From an optimization exercise on the open Yosys and OpenROAD flow, aimed at small area, a short achievable clock period and few clock cycles per item; shortcuts taken in it are not production practice.
RTL that was checked went through simulation tests only; none was proved equivalent to the original.

==> inputs of v37 <==
## aes_dec_top
module aes_dec_top (
    input  logic        clk,
    input  logic        rst_n,
    input  logic        avs_read_i,
    input  logic        avs_write_i,
    input  logic [3:0]  avs_address_i,
    input  logic [31:0] avs_writedata_i,
    output logic [31:0] avs_readdata_o,
    output logic        avs_waitrequest_o
);
make LEC_CHECK=0 CAP_MARGIN=20 CORE_MARGIN=2 CORE_UTILIZATION=30 CTS_BUF_LIST=sky130_fd_sc_hd__clkbuf_8 CTS_CLUSTER_SIZE=30 SETUP_SLACK_MARGIN=1.4 SLEW_MARGIN=20 SYNTH_HIERARCHICAL=1 finish   # period 9.0 ns
run.sh (not shown) runs the stock make flow with config.mk's settings and CLKGATE_MAP_FILE= SYNTH_SCRIPT=/design/flow/synth_recipe.tcl, a recipe that flattens the netlist after the stock synthesis.
==> v23: changes against v37 <==
- SETUP_SLACK_MARGIN: 1.4 -> 2.0
==> results_dict.tcl <==
set metrics [dict create \
    reg2reg_to "i_aes_dec_core.state_q[101]$_DFFE_PP_" \
    post_cts_buffers 0 \
    rsz0062_at_grt "no" \
    status "no timing/DRC/antenna violations" \
    finalCriticalPeriod_ns 7.31 \
    area_delta_synth_final_pct 7.66 \
]
(the above is from v37)
==> results_dict.tcl <==
set metrics [dict create \
    status "no timing/DRC/antenna violations" \
    gr-usage-met1 0.247 \
    seq_share 0.244 \
    fin_hold_ws_ns 0.476 \
    synthAdderAreaFrac 0.00177 \
    rsz0062_at_grt "yes" \
    grt_use_met2 0.298 \
    root_buffer "clkbuf_8" \
    area_delta_synth_final_pct 12.6 \
    fin_skew_ns 0.0951 \
    post_cts_buffers 8 \
]
(the above is from v23)
No run of this note included a check of the RTL's function; only the layout flow was run.


==> inputs of run a <==
Another version of the RTL of aes_dec_top (not shown whole).
==> module aes_key_expand, before the edit <==
module aes_key_expand (
    input  logic         clk,
    input  logic         rst_n,
    input  logic         expand_start_i,
    input  logic         decrypt_start_i,
    input  logic         decrypt_busy_i,
    input  logic         key_write_i,
    input  logic [127:0] cipher_key_i,
    output logic         key_ready_o,
    output logic         last_round_o,
    output logic [127:0] whiten_key_o,
    output logic [127:0] round_key_o
);
    function automatic logic [7:0] get_byte(input logic [127:0] b, input integer n);
        get_byte = b[8*(15-n) +: 8];
    endfunction
    function automatic logic [31:0] get_word(input logic [127:0] b, input integer k);
        get_word = {get_byte(b, k + 12), get_byte(b, k + 8), get_byte(b, k + 4), get_byte(b, k)};
    endfunction
    function automatic logic [7:0] rcon(input logic [3:0] i);
        case (i)
            4'd1:    rcon = 8'h01;
            4'd2:    rcon = 8'h02;
            4'd3:    rcon = 8'h04;
            4'd4:    rcon = 8'h08;
            4'd5:    rcon = 8'h10;
            4'd6:    rcon = 8'h20;
            4'd7:    rcon = 8'h40;
            4'd8:    rcon = 8'h80;
            4'd9:    rcon = 8'h1b;
            4'd10:   rcon = 8'h36;
            default: rcon = 8'h00;
        endcase
    endfunction
    localparam logic [3:0] LAST_IDX = 4'(10);
    logic [127:0] rk_q;      
    logic [3:0]   idx_q;
    logic [31:0]  sub_q;     
    logic         clean_q;   
    logic         walk;      
    logic         last;      
    logic         fast;      
    logic         fwd;       
    logic         step_back;
    logic [31:0]  k0, k1, k2, k3;
    logic [31:0]  sub;
    logic [31:0]  w0;
    logic [127:0] fwd_key;
    logic [127:0] bwd_key;
    assign {k0, k1, k2, k3} = rk_q;
    assign walk      = !decrypt_busy_i && (idx_q != LAST_IDX);
    assign last      = decrypt_busy_i && (idx_q == 4'd1);
    assign fast      = last && clean_q;
    assign fwd       = walk || fast;
    assign step_back = decrypt_start_i || (decrypt_busy_i && idx_q != 4'd1);
    for (genvar i = 0; i < 4; i++) begin : g_sbox
        aes_sbox u_sbox (.x(sub_q[8*((i+3)%4) +: 8]), .y(sub[8*i +: 8]));
    end
    assign w0      = k0 ^ sub ^ {rcon(fwd ? idx_q + 4'd1 : idx_q), 24'h000000};
    assign fwd_key = {w0, k1 ^ w0, k2 ^ k1 ^ w0, k3 ^ k2 ^ k1 ^ w0};
    assign bwd_key = {w0, k0 ^ k1, k1 ^ k2, k2 ^ k3};
    always_ff @(posedge clk) begin
        if (!rst_n) begin
            idx_q <= LAST_IDX;
        end else if (expand_start_i) begin
            idx_q <= 4'd0;
        end else if (step_back) begin
            idx_q <= idx_q - 4'd1;
        end else if (fwd) begin
            idx_q <= idx_q + 4'd1;
        end
    end
    always_ff @(posedge clk) begin
        if (!rst_n) begin
            clean_q <= 1'b0;
        end else if (expand_start_i) begin
            clean_q <= 1'b1;
        end else if (key_write_i) begin
            clean_q <= 1'b0;
        end
    end
    always_ff @(posedge clk) begin
        if (expand_start_i) begin
            rk_q  <= cipher_key_i;
            sub_q <= cipher_key_i[31:0];
        end else if (step_back) begin
            rk_q  <= bwd_key;
            if (idx_q == 4'd2 && clean_q) begin
                sub_q <= k3 ^ k2;              
            end else begin
                sub_q <= k3 ^ k1;              
            end
        end else if (last && !clean_q) begin
            sub_q <= k3;                       
        end else if (fwd) begin
            rk_q  <= fwd_key;
            if (idx_q == LAST_IDX - 4'd1) begin
                sub_q <= k3;                   
            end else begin
                sub_q <= fwd_key[31:0];
            end
        end
    end
    assign key_ready_o  = (idx_q == LAST_IDX) && !decrypt_busy_i;
    assign last_round_o = (idx_q == 4'd1);
    assign whiten_key_o = rk_q;
    assign round_key_o  = {fast ? cipher_key_i[127:96] : w0, bwd_key[95:0]};
endmodule
clock: 9.0 ns
lec_check: 0
cap_margin: 20
core_margin: 2
core_utilization: 30
setup_slack_margin: 1.4
slew_margin: 20
synth_hierarchical: 1
==> inputs of run b, as changes to run a <==
--- a/flow/design.v
+++ b/flow/design.v
@@ -137,76 +137,74 @@
     localparam logic [3:0] LAST_IDX = 4'(10);
     logic [127:0] rk_q;      
     logic [3:0]   idx_q;
-    logic [31:0]  sub_q;     
     logic         clean_q;   
     logic         walk;      
     logic         last;      
     logic         fast;      
     logic         fwd;       
+    logic         fwd_q;     
+    logic         fast_q;    
     logic         step_back;
-    logic [31:0]  k0, k1, k2, k3;
+    logic         busy_d;
+    logic [3:0]   idx_d;
+    logic         clean_d;
+    logic [31:0]  k0, k1, k2, k3p;
+    logic [31:0]  sub_in;
     logic [31:0]  sub;
-    logic [31:0]  w0;
-    logic [127:0] fwd_key;
-    logic [127:0] bwd_key;
-    assign {k0, k1, k2, k3} = rk_q;
+    logic [31:0]  t;
+    logic [127:0] nxt_key;
+    assign {k0, k1, k2, k3p} = rk_q;
     assign walk      = !decrypt_busy_i && (idx_q != LAST_IDX);
     assign last      = decrypt_busy_i && (idx_q == 4'd1);
     assign fast      = last && clean_q;
     assign fwd       = walk || fast;
     assign step_back = decrypt_start_i || (decrypt_busy_i && idx_q != 4'd1);
+    assign sub_in = fwd_q ? (k2 ^ k3p) : k3p;
     for (genvar i = 0; i < 4; i++) begin : g_sbox
-        aes_sbox u_sbox (.x(sub_q[8*((i+3)%4) +: 8]), .y(sub[8*i +: 8]));
+        aes_sbox u_sbox (.x(sub_in[8*((i+3)%4) +: 8]), .y(sub[8*i +: 8]));
     end
-    assign w0      = k0 ^ sub ^ {rcon(fwd ? idx_q + 4'd1 : idx_q), 24'h000000};
-    assign fwd_key = {w0, k1 ^ w0, k2 ^ k1 ^ w0, k3 ^ k2 ^ k1 ^ w0};
-    assign bwd_key = {w0, k0 ^ k1, k1 ^ k2, k2 ^ k3};
-    always_ff @(posedge clk) begin
-        if (!rst_n) begin
-            idx_q <= LAST_IDX;
-        end else if (expand_start_i) begin
-            idx_q <= 4'd0;
+    assign t = k0 ^ sub ^ {rcon(fwd_q ? idx_q + 4'd1 : idx_q), 24'h000000};
+    assign nxt_key = {t,
+                      k1 ^ (fwd ? t : k0),
+                      k1 ^ k2 ^ (fwd ? t : 32'h0),
+                      k2 ^ k3p ^ (fwd ? 32'h0 : k1)};
+    always_comb begin
+        if (expand_start_i) begin
+            idx_d = 4'd0;
         end else if (step_back) begin
-            idx_q <= idx_q - 4'd1;
+            idx_d = idx_q - 4'd1;
         end else if (fwd) begin
-            idx_q <= idx_q + 4'd1;
+            idx_d = idx_q + 4'd1;
+        end else begin
+            idx_d = idx_q;
         end
     end
+    assign clean_d = expand_start_i || (clean_q && !key_write_i);
+    assign busy_d = decrypt_start_i || (decrypt_busy_i && !last);
     always_ff @(posedge clk) begin
         if (!rst_n) begin
+            idx_q   <= LAST_IDX;
             clean_q <= 1'b0;
-        end else if (expand_start_i) begin
-            clean_q <= 1'b1;
-        end else if (key_write_i) begin
-            clean_q <= 1'b0;
+            fwd_q   <= 1'b0;
+            fast_q  <= 1'b0;
+        end else begin
+            idx_q   <= idx_d;
+            clean_q <= clean_d;
+            fwd_q   <= (!busy_d && idx_d != LAST_IDX) || (busy_d && idx_d == 4'd1 && clean_d);
+            fast_q  <= busy_d && idx_d == 4'd1 && clean_d;
         end
     end
     always_ff @(posedge clk) begin
         if (expand_start_i) begin
-            rk_q  <= cipher_key_i;
-            sub_q <= cipher_key_i[31:0];
-        end else if (step_back) begin
-            rk_q  <= bwd_key;
-            if (idx_q == 4'd2 && clean_q) begin
-                sub_q <= k3 ^ k2;              
-            end else begin
-                sub_q <= k3 ^ k1;              
-            end
-        end else if (last && !clean_q) begin
-            sub_q <= k3;                       
-        end else if (fwd) begin
-            rk_q  <= fwd_key;
-            if (idx_q == LAST_IDX - 4'd1) begin
-                sub_q <= k3;                   
-            end else begin
-                sub_q <= fwd_key[31:0];
-            end
+            rk_q <= {cipher_key_i[127:32], cipher_key_i[63:32] ^ cipher_key_i[31:0]};
+        end else if (step_back || fwd) begin
+            rk_q <= nxt_key;
         end
     end
     assign key_ready_o  = (idx_q == LAST_IDX) && !decrypt_busy_i;
     assign last_round_o = (idx_q == 4'd1);
-    assign whiten_key_o = rk_q;
-    assign round_key_o  = {fast ? cipher_key_i[127:96] : w0, bwd_key[95:0]};
+    assign whiten_key_o = {k0, k1, k2, k2 ^ k3p};
+    assign round_key_o  = {fast_q ? cipher_key_i[127:96] : t, k0 ^ k1, k1 ^ k2, k3p};
 endmodule
 `timescale 1ns/1ps
 module aes_dec_core (
Settings changed: TNS_END_PERCENT set to 5.
==> inputs of run c, as changes to run a <==
--- a/flow/design.v
+++ b/flow/design.v
@@ -137,76 +137,74 @@
     localparam logic [3:0] LAST_IDX = 4'(10);
     logic [127:0] rk_q;      
     logic [3:0]   idx_q;
-    logic [31:0]  sub_q;     
     logic         clean_q;   
     logic         walk;      
     logic         last;      
     logic         fast;      
     logic         fwd;       
+    logic         fwd_q;     
+    logic         fast_q;    
     logic         step_back;
-    logic [31:0]  k0, k1, k2, k3;
+    logic         busy_d;
+    logic [3:0]   idx_d;
+    logic         clean_d;
+    logic [31:0]  k0, k1, k2, k3p;
+    logic [31:0]  sub_in;
     logic [31:0]  sub;
-    logic [31:0]  w0;
-    logic [127:0] fwd_key;
-    logic [127:0] bwd_key;
-    assign {k0, k1, k2, k3} = rk_q;
+    logic [31:0]  t;
+    logic [127:0] nxt_key;
+    assign {k0, k1, k2, k3p} = rk_q;
     assign walk      = !decrypt_busy_i && (idx_q != LAST_IDX);
     assign last      = decrypt_busy_i && (idx_q == 4'd1);
     assign fast      = last && clean_q;
     assign fwd       = walk || fast;
     assign step_back = decrypt_start_i || (decrypt_busy_i && idx_q != 4'd1);
+    assign sub_in = fwd_q ? (k2 ^ k3p) : k3p;
     for (genvar i = 0; i < 4; i++) begin : g_sbox
-        aes_sbox u_sbox (.x(sub_q[8*((i+3)%4) +: 8]), .y(sub[8*i +: 8]));
+        aes_sbox u_sbox (.x(sub_in[8*((i+3)%4) +: 8]), .y(sub[8*i +: 8]));
     end
-    assign w0      = k0 ^ sub ^ {rcon(fwd ? idx_q + 4'd1 : idx_q), 24'h000000};
-    assign fwd_key = {w0, k1 ^ w0, k2 ^ k1 ^ w0, k3 ^ k2 ^ k1 ^ w0};
-    assign bwd_key = {w0, k0 ^ k1, k1 ^ k2, k2 ^ k3};
-    always_ff @(posedge clk) begin
-        if (!rst_n) begin
-            idx_q <= LAST_IDX;
-        end else if (expand_start_i) begin
-            idx_q <= 4'd0;
+    assign t = k0 ^ sub ^ {rcon(fwd_q ? idx_q + 4'd1 : idx_q), 24'h000000};
+    assign nxt_key = {t,
+                      k1 ^ (fwd ? t : k0),
+                      k1 ^ k2 ^ (fwd ? t : 32'h0),
+                      k2 ^ k3p ^ (fwd ? 32'h0 : k1)};
+    always_comb begin
+        if (expand_start_i) begin
+            idx_d = 4'd0;
         end else if (step_back) begin
-            idx_q <= idx_q - 4'd1;
+            idx_d = idx_q - 4'd1;
         end else if (fwd) begin
-            idx_q <= idx_q + 4'd1;
+            idx_d = idx_q + 4'd1;
+        end else begin
+            idx_d = idx_q;
         end
     end
+    assign clean_d = expand_start_i || (clean_q && !key_write_i);
+    assign busy_d = decrypt_start_i || (decrypt_busy_i && !last);
     always_ff @(posedge clk) begin
         if (!rst_n) begin
+            idx_q   <= LAST_IDX;
             clean_q <= 1'b0;
-        end else if (expand_start_i) begin
-            clean_q <= 1'b1;
-        end else if (key_write_i) begin
-            clean_q <= 1'b0;
+            fwd_q   <= 1'b0;
+            fast_q  <= 1'b0;
+        end else begin
+            idx_q   <= idx_d;
+            clean_q <= clean_d;
+            fwd_q   <= (!busy_d && idx_d != LAST_IDX) || (busy_d && idx_d == 4'd1 && clean_d);
+            fast_q  <= busy_d && idx_d == 4'd1 && clean_d;
         end
     end
     always_ff @(posedge clk) begin
         if (expand_start_i) begin
-            rk_q  <= cipher_key_i;
-            sub_q <= cipher_key_i[31:0];
-        end else if (step_back) begin
-            rk_q  <= bwd_key;
-            if (idx_q == 4'd2 && clean_q) begin
-                sub_q <= k3 ^ k2;              
-            end else begin
-                sub_q <= k3 ^ k1;              
-            end
-        end else if (last && !clean_q) begin
-            sub_q <= k3;                       
-        end else if (fwd) begin
-            rk_q  <= fwd_key;
-            if (idx_q == LAST_IDX - 4'd1) begin
-                sub_q <= k3;                   
-            end else begin
-                sub_q <= fwd_key[31:0];
-            end
+            rk_q <= {cipher_key_i[127:32], cipher_key_i[63:32] ^ cipher_key_i[31:0]};
+        end else if (step_back || fwd) begin
+            rk_q <= nxt_key;
         end
     end
     assign key_ready_o  = (idx_q == LAST_IDX) && !decrypt_busy_i;
     assign last_round_o = (idx_q == 4'd1);
-    assign whiten_key_o = rk_q;
-    assign round_key_o  = {fast ? cipher_key_i[127:96] : w0, bwd_key[95:0]};
+    assign whiten_key_o = {k0, k1, k2, k2 ^ k3p};
+    assign round_key_o  = {fast_q ? cipher_key_i[127:96] : t, k0 ^ k1, k1 ^ k2, k3p};
 endmodule
 `timescale 1ns/1ps
 module aes_dec_core (
Settings changed: CTS_BUF_LIST set to sky130_fd_sc_hd__clkbuf_8, CTS_CLUSTER_SIZE set to 30, SETUP_SLACK_MARGIN 1.4 to 2.0.
==> qor summary <==
Multi-input gate share of the layout cell area: run b 62.7%; run a 62.4%; run c 63.8%
Die area: run b 182000 um^2; run a 192000 um^2; run c 182000 um^2
CTS clock-pin slew for the worst setup and hold paths: run b 0.07 ns; run a 0.06 ns; run c 0.06 ns
Buffers inserted during post-CTS setup optimization: run b 0; run a 0; run c 32
Sink of the worst hold path: run b i_aes_key_expand.rk_q[76]; run a i_aes_key_expand.rk_q[91]; run c i_aes_key_expand.rk_q[91]
Endpoint required time on the critical path: run b 9.41 ns; run a 9.37 ns; run c 9.54 ns
DR iter-0 viols: run b 3585; run a 4103; run c 3462
Result of the run: run b no timing/DRC/antenna violations; run a no timing/DRC/antenna violations; run c no timing/DRC/antenna violations
Compound-gate portion of the synthesized area: run b 3.36%; run a 4.36%; run c 3.36%
Clock skew: run b 0.0243 ns; run a 0.0483 ns; run c 0.0546 ns
Non-Clock Buffer Count: run b 156; run a 153; run c 300
Flip-flop and latch count after synthesis: run b 520; run a 550; run c 520
Sequential cell area share: run b 26.4%; run a 26.5%; run c 24.6%
Endpoint of the most critical setup path: run b i_aes_dec_core.state_q[11]; run a i_aes_dec_core.state_q[98]; run c i_aes_dec_core.state_q[71]
Met2 track demand over resource in global routing: run b 31.3%; run a 31.3%; run c 32.1%
Cts bufs inserted: run b 61; run a 69; run c 94
Core utilization of the finished layout: run b 33.1%; run a 33.1%; run c 35.5%
GPL Wtd Cong: run b 0.970; run a 0.953; run c 0.970
Site Rows: run b 155; run a 159; run c 155
Non-clock buffer share: run b 2.41%; run a 2.30%; run c 4.08%
Routed wire per std cell: run b 22.5 um; run a 23.1 um; run c 22.6 um
Testbench counts of run a, summed over its fixed seeds: cycles 18,222, blocks 895.
Testbench counts of run b, summed over its fixed seeds: cycles 18,222, blocks 895.
Testbench counts of run c, summed over its fixed seeds: cycles 18,222, blocks 895.

re-timing with driven ports:
How much do the figures lean on ideal ports? The routed layouts below were timed once more, with nothing changed but the port constraints.
Step 1 sets driving cells, clkbuf_16 on the clock port and buf_2 on the other inputs (assumed; they add their load-dependent delay and slew).
Step 2 also shifts input and output timing later by t, the mid clock arrival at the registers, as if the neighbouring blocks saw the same clock.
Slacks: ideal ports / drivers / drivers and shift; pairs: ideal ports / drivers.
| run | t (ns) | slack for setup (ns) | worst hold slack (ns) | cell pins on the clock port's net |
|---|---|---|---|---|
| v37 | 0.858 | 1.690 / 1.690 / 1.690 | 0.475 / 0.475 / 0.475 | 1 |
| v23 | 0.863 | 2.232 / 2.232 / 2.232 | 0.476 / 0.476 / 0.476 | 1 |
| run a | 0.718 | 1.671 / 1.671 / 1.671 | 0.503 / 0.503 / 0.503 | 1 |
| run b | 0.738 | 1.590 / 1.590 / 1.590 | 0.527 / 0.527 / 0.527 | 1 |
| run c | 0.842 | 2.197 / 2.197 / 2.197 | 0.510 / 0.510 / 0.510 | 1 |
After both steps every run listed still meets setup and hold.
